This design comes from an exercise in tuning for small area, a short achievable clock period and few clock cycles on the open sky130 flow, not from production work. In this exercise RTL edits were held to simulation tests only and were not proved equivalent to the original. No activity file was given, so power comes from the tool's default toggle rates.

==> flow/design.v (excerpt) <==
module delimited_field_extract_check (
    input  logic                               clk,
    input  logic                               rst_n,
    input  logic                               cfg_we,
    input  logic [dfec_pkg::CFG_INDEX_W-1:0]   cfg_index,
    input  logic [dfec_pkg::CFG_DATA_W-1:0]    cfg_wdata,
    input  logic                               data_valid,
    output logic                               data_ready,
    input  logic [7:0]                         data_data_byte,
    input  logic                               data_end_of_buffer,
    output logic                               result_valid,
    input  logic                               result_ready,
    output logic                               result_is_summary,
    output logic [7:0]                         result_field_char,
    output logic [7:0]                         result_field_length,
    output logic                               result_overflow,
    output logic                               result_number_valid,
    output logic                               result_in_range
);
Size in the first run: about 230 flip-flops, roughly 71 I/O pins, roughly 15000 um^2 of cells after synthesis.
clock: 8.5 ns
lec_check: 0
cap_margin: 20
core_margin: 2
core_utilization: 40
slew_margin: 20
run.sh (not shown) runs the stock make flow with config.mk's settings and CLKGATE_MAP_FILE= SYNTH_SCRIPT=/design/flow/synth_recipe.tcl, a recipe that flattens the netlist after the stock synthesis.
Testbench counts at the start, summed over its fixed seeds: cycles 12,073.
Edit:
SETUP_SLACK_MARGIN = 5   (was default)
Effect:
- count of clock-buffer cells in the layout increases by 3
- setup slack improves by 950 ps
- clock power is about the same
- power rises by 3.7%
- non-clock buffer count goes up by 31
- register-to-register slack gets better by 950 ps
- design area came out higher by 3.6%
- clock skew hardly moves
- sequential share of layout area fell by 1.3 points

== the baseline ==
Another version of the RTL of delimited_field_extract_check (not shown whole).
For scale: about 1300 cells after synthesis, ~220 flip-flops, roughly 71 I/O pins, about 14000 µm² of cells after synthesis.
==> flow/design.v (excerpt) <==
module delimited_field_extract_check (
    input  logic                               clk,
    input  logic                               rst_n,
    input  logic                               cfg_we,
    input  logic [dfec_pkg::CFG_INDEX_W-1:0]   cfg_index,
    input  logic [dfec_pkg::CFG_DATA_W-1:0]    cfg_wdata,
    input  logic                               data_valid,
    output logic                               data_ready,
    input  logic [7:0]                         data_data_byte,
    input  logic                               data_end_of_buffer,
    output logic                               result_valid,
    input  logic                               result_ready,
    output logic                               result_is_summary,
    output logic [7:0]                         result_field_char,
    output logic [7:0]                         result_field_length,
    output logic                               result_overflow,
    output logic                               result_number_valid,
    output logic                               result_in_range
);
    logic [7:0]  sep, term, lm1;
    logic [15:0] fsel;
    logic        dec, zero_in;
    logic [31:0] rmin, rmax;
    logic        en;
    logic        push_char, push_sum;
    logic [7:0]  push_byte, sum_len;
    logic        sum_ovf, sum_nv, sum_ir;
    logic        nxt_char, nxt_sum;
    dfec_cfg u_cfg (
        .clk       (clk),
        .rst_n     (rst_n),
        .cfg_we    (cfg_we),
        .cfg_index (cfg_index),
        .cfg_wdata (cfg_wdata),
        .sep       (sep),
        .term      (term),
        .fsel      (fsel),
        .lm1       (lm1),
        .dec       (dec),
        .rmin      (rmin),
        .rmax      (rmax),
        .zero_in   (zero_in)
    );
    dfec_parse u_parse (
        .clk                (clk),
        .rst_n              (rst_n),
        .sep                (sep),
        .term               (term),
        .fsel               (fsel),
        .lm1                (lm1),
        .dec                (dec),
        .rmin               (rmin),
        .rmax               (rmax),
        .zero_in            (zero_in),
        .en                 (en),
        .data_valid         (data_valid),
  ...
clock: 8.5 ns
lec_check: 0
cap_margin: 20
core_margin: 2
core_utilization: 70
cts_cluster_diameter: 150
cts_cluster_size: 25
setup_slack_margin: 5
slew_margin: 20
standard.sh (not shown) runs the stock make flow with config.mk's settings and CLKGATE_MAP_FILE= SYNTH_SCRIPT=/design/flow/synth_recipe.tcl, a recipe that flattens the netlist after the stock synthesis.
==> flow/flow/run.sh <==
#!/bin/bash
set -euo pipefail
bash standard.sh "BUFFER_PORTS_ARGS=-buffer_cell sky130_fd_sc_hd__buf_2" finish > flow_standard.log 2>&1
The baseline completed end to end with timing, DRC and antenna clean.
Testbench counts of the baseline, summed over its fixed seeds: cycles 12,073.
Here is what was changed in the inputs of the candidate compared with the baseline.
# the baseline
export LEC_CHECK = 0
export CAP_MARGIN = 20
export CORE_MARGIN = 2
export CORE_UTILIZATION = 70
export CTS_CLUSTER_DIAMETER = 150
export CTS_CLUSTER_SIZE = 25
export SETUP_SLACK_MARGIN = 5
export SLEW_MARGIN = 20
create_clock -name core_clock -period 8.5 [get_ports {clk}]
# the candidate
export LEC_CHECK = 0
export CAP_MARGIN = 20
export CORE_MARGIN = 2
export CORE_UTILIZATION = 40
export SETUP_SLACK_MARGIN = 5
export SLEW_MARGIN = 20
create_clock -name core_clock -period 8.5 [get_ports {clk}]
==> flow/run.sh (new file) <==
#!/bin/bash
# synth_recipe.tcl (not shown) runs the flow's synth.tcl, then flattens the netlist and writes it again
# the make line also repeats each setting of config.mk as NAME=value (left out here)
make -C /OpenROAD-flow-scripts/flow DESIGN_CONFIG=/design/flow/config.mk WORK_HOME=/design/flow/orfs CLKGATE_MAP_FILE= SYNTH_SCRIPT=/design/flow/synth_recipe.tcl finish
removed: flow/flow/run.sh
removed: flow/standard.sh
==> comparison <==
Est. power | the candidate vs the baseline | the candidate higher. The candidate against the baseline: via count of the first global-routing pass now larger, detail-routed via count per cell moved down, setup slack now sits higher, chip height now sits higher. Comparing the candidate and the baseline, pin count of the biggest net entering global routing is higher on the baseline. The candidate ended with more switching component of the power than the baseline. The candidate vs the baseline, master of the slowest instance on the critical path: dfstp_4 vs or4_1. Looking at endpoint of the most critical setup path, the u_out_buf.out_r[0] result is from the baseline; the data_ready one comes from the candidate.

## port drivers added, routing unchanged
The flow's constraints put no driver on any port. The routed layouts listed below were extracted and timed again, unchanged, in two steps. Step 1 assumes that a clkbuf_16 drives the clock port and a buf_2 every other input. Step 2 times the ports against the registers' clock, not the clock port: input delays grow and output delays shrink by t, the midpoint of the rising clock arrivals with the driver on. a / b / c = no drivers / after step 1 / after step 2; a / b = the first two.
| run | t, ns | setup WS [ns] | worst setup path after step 2 | worst register clock-pin slew, ns | pins driven straight from the clock port |
|---|---|---|---|---|---|
| the first run of note 1 | 0.593 | 3.974 / 3.974 / 3.974 | register to register | 0.06 / 0.06 | 1 |
| the second run of note 1 | 0.588 | 4.920 / 4.920 / 4.702 | input to register | 0.06 / 0.06 | 1 |
| the baseline | 0.522 | 5.099 / 5.099 / 4.931 | input to register | 0.11 / 0.11 | 1 |
| the candidate | 0.583 | 5.131 / 5.081 / 4.609 | input to register | 0.06 / 0.06 | 1 |
After both steps every run listed still meets setup and hold. The setup slack of the candidate, which loses most, moves by -0.050 ns with the drivers and by -0.522 ns with both steps.
